From an optimization exercise on the open Yosys and OpenROAD flow, aimed at small area and a short achievable clock period; shortcuts taken in it are not production practice. Only simulation tests tie the RTL to the original design; equivalence was not proved. Power figures rest on the tool's default switching activity, not on a simulated workload.

==> design.v <==
`timescale 1ns/1ps
module mips_core
(
    input  logic                    clk,
    input  logic                    reset_i,
    input  logic [32-1:0]   inst_data_i,
    input  logic                    inst_ok_i,
    output logic                    inst_en_o,
    output logic [32-1:0]   inst_addr_o,
    output logic [32-1:0]   wb_pc_o,
    output logic [3:0]              wb_rf_wen_o,
    output logic [5-1:0] wb_rf_wnum_o,
    output logic [32-1:0]   wb_rf_wdata_o
);
    localparam logic [29:0] RESET_WPC = 30'(32'hBFC0_0000 >> 2);
    logic [29:0] f_pc_q;         
    assign inst_en_o   = ~reset_i;
    assign inst_addr_o = {f_pc_q, 2'b00};
    always_ff @(posedge clk) begin
        if (reset_i)        f_pc_q <= RESET_WPC;
        else if (inst_ok_i) f_pc_q <= f_pc_q + 30'd1;
    end
    logic        d_valid_q;
    logic [31:0] d_ins_q;
    logic [3:0]  d_rs_lo_q, d_rt_lo_q;       
    logic [7:0]  d_rs_hi_q, d_rt_hi_q;       
    logic        d_fe_s_q, d_fe_t_q, d_fw_s_q, d_fw_t_q;
    always_ff @(posedge clk) begin
        d_valid_q <= inst_ok_i & ~reset_i;
        d_ins_q   <= inst_data_i;
        d_rs_lo_q <= 4'b0001 << inst_data_i[22:21];
        d_rs_hi_q <= 8'b0000_0001 << inst_data_i[25:23];
        d_rt_lo_q <= 4'b0001 << inst_data_i[17:16];
        d_rt_hi_q <= 8'b0000_0001 << inst_data_i[20:18];
    end
    logic [5:0]  op, fn;
    logic [4:0]  rs, rt, rd, shamt;
    logic [15:0] imm;
    assign op    = d_ins_q[31:26];
    assign rs    = d_ins_q[25:21];
    assign rt    = d_ins_q[20:16];
    assign rd    = d_ins_q[15:11];
    assign shamt = d_ins_q[10:6];
    assign fn    = d_ins_q[5:0];
    assign imm   = d_ins_q[15:0];
    logic       known;
    logic       c_ifm;    
    logic       c_sext;   
    logic       c_inv;    
    logic       c_ar;     
    logic       c_lt;     
    logic       c_ltu;    
    logic       c_lg;     
    logic [1:0] c_lop;    
    logic       c_sh;     
    logic       c_shl;    
    logic       c_sra;    
    logic       c_lui;    
    always_comb begin
        known  = 1'b0;
        c_ifm  = (op != 6'h00);
        c_sext = 1'b0;
        c_inv  = 1'b0;
        c_ar   = 1'b0;
        c_lt   = 1'b0;
        c_ltu  = 1'b0;
        c_lg   = 1'b0;
        c_lop  = 2'd0;
        c_sh   = 1'b0;
        c_shl  = 1'b0;
        c_sra  = 1'b0;
        c_lui  = 1'b0;
        if (op == 6'h00) begin
            case (fn)
                6'h00: begin known = 1'b1; c_sh = 1'b1; c_shl = 1'b1; end
                6'h02: begin known = 1'b1; c_sh = 1'b1; end
                6'h03: begin known = 1'b1; c_sh = 1'b1; c_sra = 1'b1; end
                6'h21: begin known = 1'b1; c_ar = 1'b1; end
                6'h23: begin known = 1'b1; c_ar = 1'b1; c_inv = 1'b1; end
                6'h24: begin known = 1'b1; c_lg = 1'b1; c_lop = 2'd0; end
                6'h25: begin known = 1'b1; c_lg = 1'b1; c_lop = 2'd1; end
                6'h26: begin known = 1'b1; c_lg = 1'b1; c_lop = 2'd2; end
                6'h27: begin known = 1'b1; c_lg = 1'b1; c_lop = 2'd3; end
                6'h2A: begin known = 1'b1; c_lt = 1'b1; c_inv = 1'b1; end
                6'h2B: begin known = 1'b1; c_lt = 1'b1; c_ltu = 1'b1; c_inv = 1'b1; end
                default: ;
            endcase
        end else begin
            case (op)
                6'h09: begin known = 1'b1; c_ar = 1'b1; c_sext = 1'b1; end
                6'h0A: begin known = 1'b1; c_lt = 1'b1; c_inv = 1'b1; c_sext = 1'b1; end
                6'h0B: begin known = 1'b1; c_lt = 1'b1; c_ltu = 1'b1; c_inv = 1'b1; c_sext = 1'b1; end
                6'h0C: begin known = 1'b1; c_lg = 1'b1; c_lop = 2'd0; end
                6'h0D: begin known = 1'b1; c_lg = 1'b1; c_lop = 2'd1; end
                6'h0E: begin known = 1'b1; c_lg = 1'b1; c_lop = 2'd2; end
                6'h0F: begin known = 1'b1; c_sh = 1'b1; c_shl = 1'b1; c_lui = 1'b1; end
                default: ;
            endcase
        end
    end
    logic [4:0] dest;
    assign dest = c_ifm ? rt : rd;
    logic        e_wen_q;
    logic [4:0]  e_dest_q;
    logic        t_wen_q;
    logic [4:0]  t_dest_q;
    logic [31:0] t_data_q;
    logic [31:0] rf_wdata;
    logic [31:0] rf_q [1:31];
    logic [31:0] rf_rs, rf_rt;
    assign rf_wdata = reset_i ? 32'd0 : t_data_q;
    for (genvar r = 1; r < 32; r++) begin : g_rf
        logic wr;
        assign wr = reset_i | (t_wen_q & (t_dest_q == 5'(r)));
        always_ff @(posedge clk) begin
            if (wr) rf_q[r] <= rf_wdata;
        end
    end
    always_comb begin
        rf_rs = 32'd0;
        rf_rt = 32'd0;
        for (int r = 1; r < 32; r++) begin
            rf_rs = rf_rs | (rf_q[r] & {32{d_rs_lo_q[r % 4] & d_rs_hi_q[r / 4]}});
            rf_rt = rf_rt | (rf_q[r] & {32{d_rt_lo_q[r % 4] & d_rt_hi_q[r / 4]}});
        end
    end
    logic        e_ar_q, e_lt_q, e_lg_q, e_sh_q;
    logic [31:0] sum_r, lgv, shv;    
    logic        lt;
    logic        fe_s, fe_t, fw_s, fw_t;
    logic        id_wen;
    logic [31:0] rs_old, rt_old;     
    logic [31:0] a_next, b_next;
    logic [4:0]  rot_amt;
    logic [31:0] imm_ext;
    assign id_wen = d_valid_q & known & (dest != 5'd0);
    assign fe_s = d_fe_s_q;
    assign fe_t = d_fe_t_q;
    assign fw_s = d_fw_s_q;
    assign fw_t = d_fw_t_q;
    always_ff @(posedge clk) begin
        d_fe_s_q <= id_wen  & (dest     == inst_data_i[25:21]);
        d_fe_t_q <= id_wen  & (dest     == inst_data_i[20:16]) & (inst_data_i[31:26] == 6'h00);
        d_fw_s_q <= e_wen_q & (e_dest_q == inst_data_i[25:21]);
        d_fw_t_q <= e_wen_q & (e_dest_q == inst_data_i[20:16]);
    end
    assign imm_ext = {c_sext ? {16{imm[15]}} : 16'h0000, imm};
    assign rs_old  = fw_s ? t_data_q : rf_rs;
    assign rt_old  = c_ifm ? imm_ext : fw_t ? t_data_q : rf_rt;
    logic [31:0] late;               
    logic [31:0] ex0, ex1;           
    logic [31:0] ex_res;
    logic [31:0] a0, a1, b0, b1;
    assign a0 = fe_s ? ex0 : rs_old;
    assign a1 = fe_s ? ex1 : rs_old;
    assign b0 = (fe_t ? ex0 : rt_old) ^ {32{c_inv}};
    assign b1 = (fe_t ? ex1 : rt_old) ^ {32{c_inv}};
    always_comb begin
        for (int i = 0; i < 32; i++) begin
            ex_res[i] = late[i] ? ex1[i] : ex0[i];
            a_next[i] = late[i] ? a1[i]  : a0[i];
            b_next[i] = late[i] ? b1[i]  : b0[i];
        end
    end
    assign rot_amt = c_lui ? 5'd16 : c_shl ? (5'd0 - shamt) : shamt;
    logic        e_valid_q;
    logic [31:0] e_a_q, e_b_q;
    logic        e_inv_q, e_ltu_q, e_shl_q, e_sra_q;
    logic [1:0]  e_lop_q;
    logic [3:0]  e_s0_q, e_s1_q;
    logic        e_s2_q;
    always_ff @(posedge clk) begin
        if (reset_i) begin
            e_valid_q <= 1'b0;
            e_wen_q   <= 1'b0;
        end else begin
            e_valid_q <= d_valid_q;
            e_wen_q   <= id_wen;
        end
        e_dest_q <= dest;
        e_a_q    <= a_next;
        e_b_q    <= b_next;
        e_inv_q  <= c_inv;
        e_ar_q   <= c_ar;
        e_lt_q   <= c_lt;
        e_ltu_q  <= c_ltu;
        e_lg_q   <= c_lg;
        e_lop_q  <= c_lop;
        e_sh_q   <= c_sh;
        e_shl_q  <= c_shl;
        e_sra_q  <= c_sra;
        e_s0_q   <= 4'b0001 << rot_amt[1:0];
        e_s1_q   <= 4'b0001 << rot_amt[3:2];
        e_s2_q   <= rot_amt[4];
    end
    logic [31:0] p, g;
    logic [32:0] cy;
    logic        lt0, lt1;           
    logic        lt_nc;              
    always_comb begin
        logic [31:0] gg, pp;
        p  = e_a_q ^ e_b_q;
        g  = e_a_q & e_b_q;
        gg = g;
        pp = p;
        gg[0] = g[0] | (p[0] & e_inv_q);
        pp[0] = 1'b0;
        for (int d = 1; d < 32; d = d * 2) begin
            for (int i = 31; i >= d; i--) begin
                gg[i] = gg[i] | (pp[i] & gg[i - d]);
                pp[i] = pp[i] & pp[i - d];
            end
        end
        cy[0] = e_inv_q;
        for (int i = 0; i < 32; i++) cy[i + 1] = gg[i];
    end
    assign sum_r = p ^ cy[31:0];
    assign lt_nc = e_ltu_q ? ~(e_a_q[31] & e_b_q[31]) : e_a_q[31];
    assign lt0   = p[31] ? 1'b1 : lt_nc;
    assign lt1   = p[31] ? 1'b0 : lt_nc;
    assign lt    = cy[31] ? lt1 : lt0;
    always_comb begin
        case (e_lop_q)
            2'd0: lgv = e_a_q & e_b_q;
            2'd1: lgv = e_a_q | e_b_q;
            2'd2: lgv = e_a_q ^ e_b_q;
            default: lgv = ~(e_a_q | e_b_q);
        endcase
    end
    logic [4:0]  ra;
    logic [31:0] r1, r2, rot, fill_hi;
    assign ra = {e_s2_q, e_s1_q[2] | e_s1_q[3], e_s1_q[1] | e_s1_q[3],
                         e_s0_q[2] | e_s0_q[3], e_s0_q[1] | e_s0_q[3]};
    always_comb begin
        for (int i = 0; i < 32; i++) begin
            r1[i] = (e_s0_q[0] & e_b_q[i])
                  | (e_s0_q[1] & e_b_q[(i + 1) % 32])
                  | (e_s0_q[2] & e_b_q[(i + 2) % 32])
                  | (e_s0_q[3] & e_b_q[(i + 3) % 32]);
        end
        for (int i = 0; i < 32; i++) begin
            r2[i] = (e_s1_q[0] & r1[i])
                  | (e_s1_q[1] & r1[(i + 4) % 32])
                  | (e_s1_q[2] & r1[(i + 8) % 32])
                  | (e_s1_q[3] & r1[(i + 12) % 32]);
        end
        for (int i = 0; i < 32; i++) begin
            rot[i] = e_s2_q ? r2[(i + 16) % 32] : r2[i];
        end
        for (int i = 0; i < 32; i++) begin
            fill_hi[i] = ({27'd0, ra} > 32'(31 - i));
        end
        for (int i = 0; i < 32; i++) begin
            if (e_shl_q) shv[i] = (!fill_hi[i] && ra != 5'd0) ? 1'b0 : rot[i];
            else         shv[i] = fill_hi[i] ? (e_sra_q & e_b_q[31]) : rot[i];
        end
    end
    always_comb begin
        logic [31:0] common;
        common = ({32{e_lg_q}} & lgv) | ({32{e_sh_q}} & shv);
        for (int i = 1; i < 32; i++) begin
            late[i] = cy[i];
            ex0[i]  = common[i] | (e_ar_q & p[i]);
            ex1[i]  = common[i] | (e_ar_q & ~p[i]);
        end
        late[0] = cy[31];
        ex0[0]  = common[0] | (e_ar_q & sum_r[0]) | (e_lt_q & lt0);
        ex1[0]  = common[0] | (e_ar_q & sum_r[0]) | (e_lt_q & lt1);
    end
    logic [29:0] t_pc_q;         
    always_ff @(posedge clk) begin
        if (reset_i) begin
            t_wen_q <= 1'b0;
            t_pc_q  <= RESET_WPC - 30'd1;
        end else begin
            t_wen_q <= e_wen_q;
            if (e_valid_q) t_pc_q <= t_pc_q + 30'd1;
        end
        t_dest_q <= e_dest_q;
        t_data_q <= ex_res;
    end
    assign wb_pc_o       = {t_pc_q, 2'b00};
    assign wb_rf_wen_o   = {4{t_wen_q}};
    assign wb_rf_wnum_o  = t_dest_q;
    assign wb_rf_wdata_o = t_data_q;
endmodule
==> run.sh <==
#!/bin/bash
# synth_recipe.tcl (not shown) runs the flow's synth.tcl, then flattens the netlist and writes it again
# the make line also repeats each setting of config.mk as NAME=value (left out here)
make -C /OpenROAD-flow-scripts/flow DESIGN_CONFIG=/design/flow/config.mk WORK_HOME=/design/flow/orfs CLKGATE_MAP_FILE= SYNTH_SCRIPT=/design/flow/synth_recipe.tcl finish
==> config.mk <==
export PLATFORM = sky130hd
export DESIGN_NAME = mips_core
export DESIGN_NICKNAME = mips_core
export VERILOG_FILES = /design/flow/design.v
export SDC_FILE = /design/flow/constraint.sdc
export NUM_CORES = 4
export LEC_CHECK = 0
export CAP_MARGIN = 20
export CORE_MARGIN = 2
export CORE_UTILIZATION = 45
export CTS_CLUSTER_DIAMETER = 100
export CTS_CLUSTER_SIZE = 30
export PLACE_DENSITY = 0.6
export SETUP_SLACK_MARGIN = 2.3
export SLEW_MARGIN = 20
==> constraint.sdc <==
create_clock -name core_clock -period 5.0 [get_ports {clk}]
set_input_delay 1.0000 -clock core_clock [delete_from_list [all_inputs] [get_ports {clk}]]
set_output_delay 1.0000 -clock core_clock [all_outputs]
set_load 0.01 [all_outputs]
==> summary.md, run 1 <==
| Metric | Value |
|---|---|
| Main synth FF type | edfxtp_1 |
| Hold WC Path Type | register to register |
| Final core occ | a little over half |
| GR Overflow Total | 0 |
| Max Root-Sink Buffers | 3 |
| First-pass GRT wire length | around 390000 um |
| Setup WS post-layout | ~2.0 ns |
| Gr usage total | a little over two fifths |
| Post-synthesis sequential area ratio | about three fifths |
| Post-route DRC violation count | 0 |
| TritonCTS buffer count | between 50 and 60 |
| Chip Height | approximately 360 um |
| Total clock sinks | ~1200 |
| Clock-pin slew on the worst setup and hold paths | about 0.12 ns |
| Num rows | 130 |
| Storage cell area | about 35000 um^2 |
| Setup TNS | 0 ns |
| Setup CP Type | register to register |
| EDFF count, synth | just under 1000 |
| Number of global-route vias before repair | 47200 |
| Die ar. | between 100000 and 150000 um^2 |
| Final Critical Period | about 3.0 ns |
| Synth unique cells | between 90 and 100 |
| Area of the core | approximately 130000 um^2 |
| Req. time, crit path | 5.64 ns |
| Hold_ws | around 0.40 ns |
| MaxCap Viol Count | 0 |
| Unrepaired setup endpoints after global routing | yes |
| Synth Warn # | 2 |
| Slew HR | about a quarter |
| First-pass DRT Iterations | 14 |
| Worst path arrival time | approximately 3.6 ns |
| Multi-input gate area | roughly 22000 um^2 |
| CTS tree | yes |
| Critical Path Fanout Max | 4 |
| Post-route clock period utilization | 59.3% |
| Placed Area | 60900 um^2 |
| Slew @ Worst Pin | 1.14 ns |
| Synth top area cells | edfxtp_1 52%, dfxtp_1 8.6%, a22oi_1 5.4%, a22o_1 5.1%, a221oi_1 4.8% |
| Max Clk Rate | ~340 MHz |
| Commonest cells post-synth | 992 x edfxtp_1, 410 x a22oi_1, 330 x a22o_1 |
| Final Hold Vio Count | 0 |
| Setup violators final | 0 |
| Worst vdd ir | roughly 0.33 mV |
| Share of cells above drive strength 1 | between 10% and 20% |
| Root Driver | clkbuf_16 |
| Initial DRC count | between 10000 and 15000 |
| Startpoint Class | register |
| Skew-Pair Late Insertion Delay | just under 0.8 ns |
| Via count | roughly 52000 |
| Skew final | ~0.081 ns |
| # IOs | 141 |
| DR vias/cell | between 7 and 8 |
| Die outline width | 359 um |
| Post-synthesis cell area | 56800 um^2 |
| Antenna viol nets, final | 0 |
| Syn Area/Cell | approximately 12 um^2 |
| Status | timing/DRC/antenna clean |
| Final Cell Area | around 66000 um^2 |
| Worst setup EP type | register |
| Largest net degree at the start of global routing | 61 |
| Top-count cell post-synth | edfxtp_1 |
| PD cells | between 300 and 400 nW/um^2 |
| DR WL/cell | about 44 um |
| GP Congestion | 1.03 |
| Initial Util | a little under half |
| Worst slack, placed | about 1.2 ns |
| Final Slew Violations | 0 |
| Area leader, netlist | edfxtp_1 |
| Initial antenna violation count | 18 |
| Layout fillers | between 10000 and 15000 |
| Area grow syn2layout | 17.0% |
| Post-synth top area share | 52.4% |
| FF+latch count, synth | about 1200 |
| HPWL after DPL | approximately 180000 um |
| Htree depth | 2 |
| Leakage | 23.7 nW |
| Final WL | roughly 290000 um |
| Count of buffers from port buffering | between 100 and 150 |
| Final nets | 4961 |
| Syn Inst Count | between 4000 and 5000 |
| Ys async rst share | 0% |
## worst max-delay path, stage by stage (launching register included)
cell,delay [ns]
dfxtp_4,0.54
inv_4,0.06
ha_4,0.30
nor3_2,0.06
o211ai_1,0.26
o21ai_4,0.17
or3_4,0.41
a21oi_4,0.22
buf_4,0.17
o31ai_4,0.06
a31o_2,0.30
mux2i_1,0.17
xnor2_1,0.13
## path summary, 6_finish.rpt
check / from / endpoint / slack (ns) / cells past startpoint
hold reg to reg: e_dest_q[0] / t_dest_q[0] / 0.40 / 0
hold / removal: e_dest_q[0] / t_dest_q[0] / 0.40 / 0
setup reg to reg: e_b_q[5] / e_b_q[0] / 2.04 / 12
setup / recovery: e_b_q[5] / e_b_q[0] / 2.04 / 12
## what timing repair did
item	in CTS	in global routing
gates cloned	7	1
setup endpoints to repair	791	150
pin swaps	93	63
gates resized for setup	423	224
hold buffers	0	0
buffers inserted	141	52
## kinds of logic after synthesis
group                      Yosys count  share of synthesized area [%]
and+or+nand+nor                    900                           8.04
xor gates and xnor gates           119                           1.84
other                                1                        0.00660
buffers and inverters              514                           3.66
muxes                               43                          0.760
DFF                               1236                           61.0
AOI/OAI and AO/OA                 1734                           23.1
adders and majority gates           68                           1.51
## state kept, by name (all words and copies together), names as in the netlist, 8 cells and up
name,cells
t_data_q,32
d_ins_q,27
f_pc_q,30
e_a_q,32
d_rt_hi_q,8
t_pc_q,30
d_rs_hi_q,8
e_b_q,32
rf_q,992
## through the flow
stage	power, W	std cells
floorplan	0.0131	4618
global placement	0.0143	6253
detailed placement	0.0143	6254
CTS	0.0198	6498
global route	0.0206	6554
finish	0.0202	6561
## placed cells by master, fill, tap and decap left out, drive strengths merged, types with 40 or more instances in the layout
cell | netlist | routed
clkbuf | 316 | 86
edfxtp | 992 | 992
and2 | 79 | 85
a22o | 330 | 330
nand4 | 144 | 144
o21ai | 190 | 190
buf | 70 | 432
a221oi | 310 | 310
dfxtp | 244 | 244
xor2 | 56 | 56
nor2 | 122 | 122
a21oi | 203 | 203
o32ai | 60 | 60
clkdlybuf4s50 | 0 | 70
mux2i | 42 | 42
nand3 | 96 | 96
nor2b | 46 | 46
inv | 125 | 129
xnor2 | 63 | 63
o211ai | 40 | 40
ha | 67 | 67
nand2 | 270 | 270
a22oi | 410 | 410
## per-layer routing
layer / track usage, % / up-vias / part of all wire, %
met5: 0 / - / 0.072
met4: 29.8 / 26 / 9.8
met3: 21.7 / 1804 / 18
met2: 60.3 / 5794 / 39
met1: 52.1 / 24800 / 33
li1: - / 19100 / -
## power breakdown
group / switching, W / leakage, nW / total, W / internal [W]
combinational: 0.00183 / 10.6 / 0.00272 / 0.000887
clock: 0.00343 / 0.794 / 0.00557 / 0.00214
sequential: 0.000423 / 12.3 / 0.0119 / 0.0115
total: 0.00568 / 23.7 / 0.0202 / 0.0145
## final cells by class
| class | count | area share [%] |
|---|---|---|
| Timing Repair inverter | 1 | 0.0245 |
| Clock inverter | 12 | 0.280 |
| Clock buffer | 84 | 2.23 |
| Antenna cell | 10 | 0.0376 |
| Tap cell | 1650 | 3.11 |
| Inverter | 125 | 0.762 |
| Timing Repair Buffer | 569 | 7.61 |
| Sequential cell | 1236 | 52.7 |
| Multi-Input combinational cell | 2874 | 33.3 |
==> run 2, diff against run 1 <==
--- a/config.mk
+++ b/config.mk
@@ -6,10 +6,10 @@
 export NUM_CORES = 4
 export LEC_CHECK = 0
-export CAP_MARGIN = 20
+export CAP_MARGIN = 10
 export CORE_MARGIN = 2
 export CORE_UTILIZATION = 45
 export CTS_CLUSTER_DIAMETER = 100
-export CTS_CLUSTER_SIZE = 30
+export CTS_CLUSTER_SIZE = 25
 export PLACE_DENSITY = 0.6
-export SETUP_SLACK_MARGIN = 2.3
-export SLEW_MARGIN = 20
+export SETUP_SLACK_MARGIN = 2.0
+export SLEW_MARGIN = 10
==> run 2 against run 1 <==
Compared with the run above: still clean; via count is 1.2% lower; maximum frequency shrank 7.1%; sequential cell count unchanged; wire length down 1.3%; critical path depth is 6 lower; sequential share of layout area increased by 1.2 points; sequential power about the same; count of clock-buffer cells in the layout increased by 15; global-route usage shrank 0.72 points; first-iteration DRC count is 0.69% higher; clock skew is 0.016 ns lower; design area down 2.9%; critical path type unchanged; largest power group unchanged; highest routed layer unchanged.
==> summary.md, run 2 <==
| Metric | Value |
|---|---|
| Layout fillers | 10700 (+2.1%) |
| Synth Warn # | 2 (unchanged) |
| Critical Path Fanout Max | 22 (+18) |
| Count of buffers from port buffering | 136 (unchanged) |
| Antenna viol nets, final | 0 (unchanged) |
| Post-route clock period utilization | 63.8% (+4.5 points) |
| Final WL | 287000 um (-1.3%) |
| Most frequent cells in the layout | 992 x edfxtp_1, 401 x a22oi_1, 329 x a22o_1 |
| Clock-pin slew on the worst setup and hold paths | 0.11 ns (about the same) |
| Ys async rst share | 0% (unchanged) |
| Post-route DRC violation count | 0 (unchanged) |
| Main synth FF type | edfxtp_1 |
| DR vias/cell | 7.88 (+0.28%) |
| Req. time, crit path | 5.63 ns (about the same) |
| Initial DRC count | 12100 (+0.69%) |
| Post-CTS Hold Fix Bufs | 0 (unchanged) |
| TritonCTS buffer count | 57 (+12%) |
| Root Driver | clkbuf_16 |
| Final Slew Violations | 0 (unchanged) |
| Biggest register | rf_q |
| Area leader, netlist | edfxtp_1 |
| Chip Height | 359 um (unchanged) |
| Final nets | 4852 (-2.2%) |
| PD cells | 313 nW/um^2 (+2.9%) |
| Syn Area/Cell | 12.3 um^2 (unchanged) |
| CTS tree | yes |
| Htree depth | 2 (unchanged) |
| Buf/Inv on CP | 2 (unchanged) |
| Die outline width | 359 um (unchanged) |
| Commonest cells post-synth | 992 x edfxtp_1, 410 x a22oi_1, 330 x a22o_1 |
| Unrepaired setup endpoints after global routing | yes |
| FF+latch count, synth | 1236 (unchanged) |
| Top-count cell post-synth | edfxtp_1 |
| # IOs | 141 (unchanged) |
| Via count | 51000 (-1.2%) |
| Area grow syn2layout | 13.6% |
| Max Root-Sink Buffers | 3 (unchanged) |
| Critical path's top delay family | buffers and inverters |
| Area of the core | 125000 um^2 (unchanged) |
| Gr usage total | 42.6% (-0.72 points) |
| CP cell instances | inv_2, buf_4, o22ai_1, a211oi_1, a21oi_1, xnor2_1 |
| Slowest cell delay on critical path | 0.96 ns (+0.42 ns) |
| Num rows | 130 (unchanged) |
| Synth top area cells | edfxtp_1 52%, dfxtp_1 8.6%, a22oi_1 5.4%, a22o_1 5.1%, a221oi_1 4.8% |
| Post-synth top area share | 52.4% (unchanged) |
| Skew final | 0.0649 ns (-0.0160 ns) |
| Skew-Pair Late Insertion Delay | 0.77 ns (about the same) |
| Setup violators final | 0 (unchanged) |
| Max Clk Rate | 313 MHz (-7.1%) |
| First-pass GRT wire length | 383000 um (-1.7%) |
| Number of global-route vias before repair | 46200 (-2.2%) |
| Largest register FFs | 992 (unchanged) |
| GP Congestion | 1.02 (-0.42%) |
| GR Overflow Total | 0 (unchanged) |
| Die ar. | 129000 um^2 (unchanged) |
| Worst setup EP type | register |
| Post-synthesis sequential area ratio | 61.0% (unchanged) |
| Initial antenna violation count | 28 (+10) |
| Worst path arrival time | 3.82 ns (+0.21 ns) |
| Total clock sinks | 1236 (unchanged) |
| Setup CP Type | register to register |
| EDFF count, synth | 992 (unchanged) |
| Final Critical Period | 3.19 ns (+0.225 ns) |
| DR WL/cell | 44.4 um (+0.13%) |
| First-pass DRT Iterations | 10 (-4) |
| Slew @ Worst Pin | 1.41 ns (+0.274 ns) |
| Slowest cell on crit path | inv_2 |
| Hold_ws | 0.401 ns (+0.00101 ns) |
| Syn Inst Count | 4615 (unchanged) |
| Synth unique cells | 94 (unchanged) |
| Final Hold Vio Count | 0 (unchanged) |
| Leakage | 22.4 nW (-5.2%) |
| Startpoint Class | register |
| Status | timing/DRC/antenna clean |
| Share of cells above drive strength 1 | 14.6% (-5.3 points) |
| Slew HR | 5.67% (-18 points) |
| Setup TNS | 0 ns (unchanged) |
| Worst vdd ir | 0.409 mV (+26%) |
| HPWL after DPL | 172000 um (-2.3%) |
| Commonest non-fill, non-tap cell in the layout | edfxtp_1 |
| Power, Total | 0.0202 W (-0.12%) |
| Post-synthesis cell area | 56800 um^2 (unchanged) |
| MaxCap Viol Count | 0 (unchanged) |
| Largest net degree at the start of global routing | 68 (+11%) |
| Initial Util | 45.3% (unchanged) |
| Hold WC Path Type | register to register |
-- run 2: changes by cell type in the layout (fill, tap and decap cells not counted), sizes merged --
cell | before | now
diode | 10 | 19
dlygate4sd2 | 36 | 0
buf | 432 | 320
dlymetal6s2s | 29 | 0
inv | 129 | 128
clkdlybuf4s50 | 70 | 135
clkinvlp | 1 | 2
clkbuf | 86 | 99
clkinv | 8 | 3
-- run 2: path summary, 6_finish.rpt --
check | depth (start not counted) | end | start | slack, ns
max | 6 | e_b_q[21] | d_fw_t_q | 1.81
min | 0 | t_dest_q[4] | e_dest_q[4] | 0.40
max reg2reg | 6 | e_b_q[21] | d_fw_t_q | 1.81
min reg2reg | 0 | t_dest_q[4] | e_dest_q[4] | 0.40
-- run 2: area by class of cell --
class / instances / area, um^2 / area share [%]
Clock buffer: 99 / 1620 / 2.50
Clock inverter: 8 / 115 / 0.178
Sequential cell: 1236 / 34800 / 53.9
Timing Repair Buffer: 455 / 4050 / 6.28
Multi-Input combinational cell: 2874 / 21400 / 33.1
Inverter: 125 / 480 / 0.744
Tap cell: 1650 / 2060 / 3.20
Antenna cell: 19 / 47.5 / 0.0737
-- run 2: power by group --
part | switching, W | total [W] | leakage (nW) | internal, W
Sequential | 0.000424 | 0.0119 | 12.3 | 0.0115
Clock | 0.00345 | 0.00570 | 0.819 | 0.00226
Combinational | 0.00176 | 0.00255 | 9.32 | 0.000791
Total | 0.00563 | 0.0202 | 22.4 | 0.0146
-- run 2: logic make-up (layout without fill, tap and decap cells) --
| kind of cell | after synthesis | in the layout | share of synthesized area, % |
|---|---|---|---|
| buf+inv | 514 | 687 | 3.66 |
| compound gates | 1734 | 1734 | 23.1 |
| xor+xnor | 119 | 119 | 1.84 |
| mux | 43 | 43 | 0.760 |
| fa+ha+maj | 68 | 68 | 1.51 |
| other cells | 1 | 23 | 0.00660 |
| flops | 1236 | 1236 | 61.0 |
| simple gates | 900 | 906 | 8.04 |
-- run 2: what timing repair did --
action                                  in CTS  in global routing
endpoints found under the setup margin     339                134
pin swaps                                   34                 38
gates resized for setup                    147                121
buffers inserted                            53                 49
gates cloned                                 4                  2
-- run 2: layer usage --
layer	share of wire [%]	routed length (um)	vias up	global-route usage, %
li1	-	-	18900	-
met1	33	94500	24500	50.8
met2	40	114000	5677	59.2
met3	18	50600	1899	21.4
met4	9.6	27600	28	29.7
met5	0.17	500	-	2.26
-- run 2: stage by stage --
stage / worst slack (ns) / util, % / instances / instance area (um^2)
detailed placement: 1.55 / 48.5 / 6232 / 60800
global route: 1.71 / 51.4 / 6449 / 64500
floorplan: 1.22 / - / 4618 / 56900
global placement: 1.36 / 48.5 / 6231 / 60800
finish: 1.81 / 51.5 / 6466 / 64500
CTS: 1.86 / 50.7 / 6396 / 63500

==> re-timing with driven ports <==
No port has a modelled driver above. Below, the same layouts with a new extraction and two added sets of constraints. Step 1: set_driving_cell puts a clkbuf_16 on clk and a buf_2 on each other input, an assumption about the parent block. Step 2 moves the port delays by t, midway between the first and last clock arrival at a register: inputs arrive t later, outputs are due t later. That takes back most of the time a late clock gives input paths. Three values: ideal, step 1, step 2; two values: the first two.
run	t, ns	slack for setup (ns)	pins driven straight from the clock port
run 1	0.817	2.035 / 2.035 / 1.477	1
run 2	0.818	1.810 / 1.810 / 1.585	1
After both steps every run listed still meets setup and hold. For run 1, which loses most, drivers alone change the setup slack by 0.000 ns; drivers and shift together by -0.558 ns.
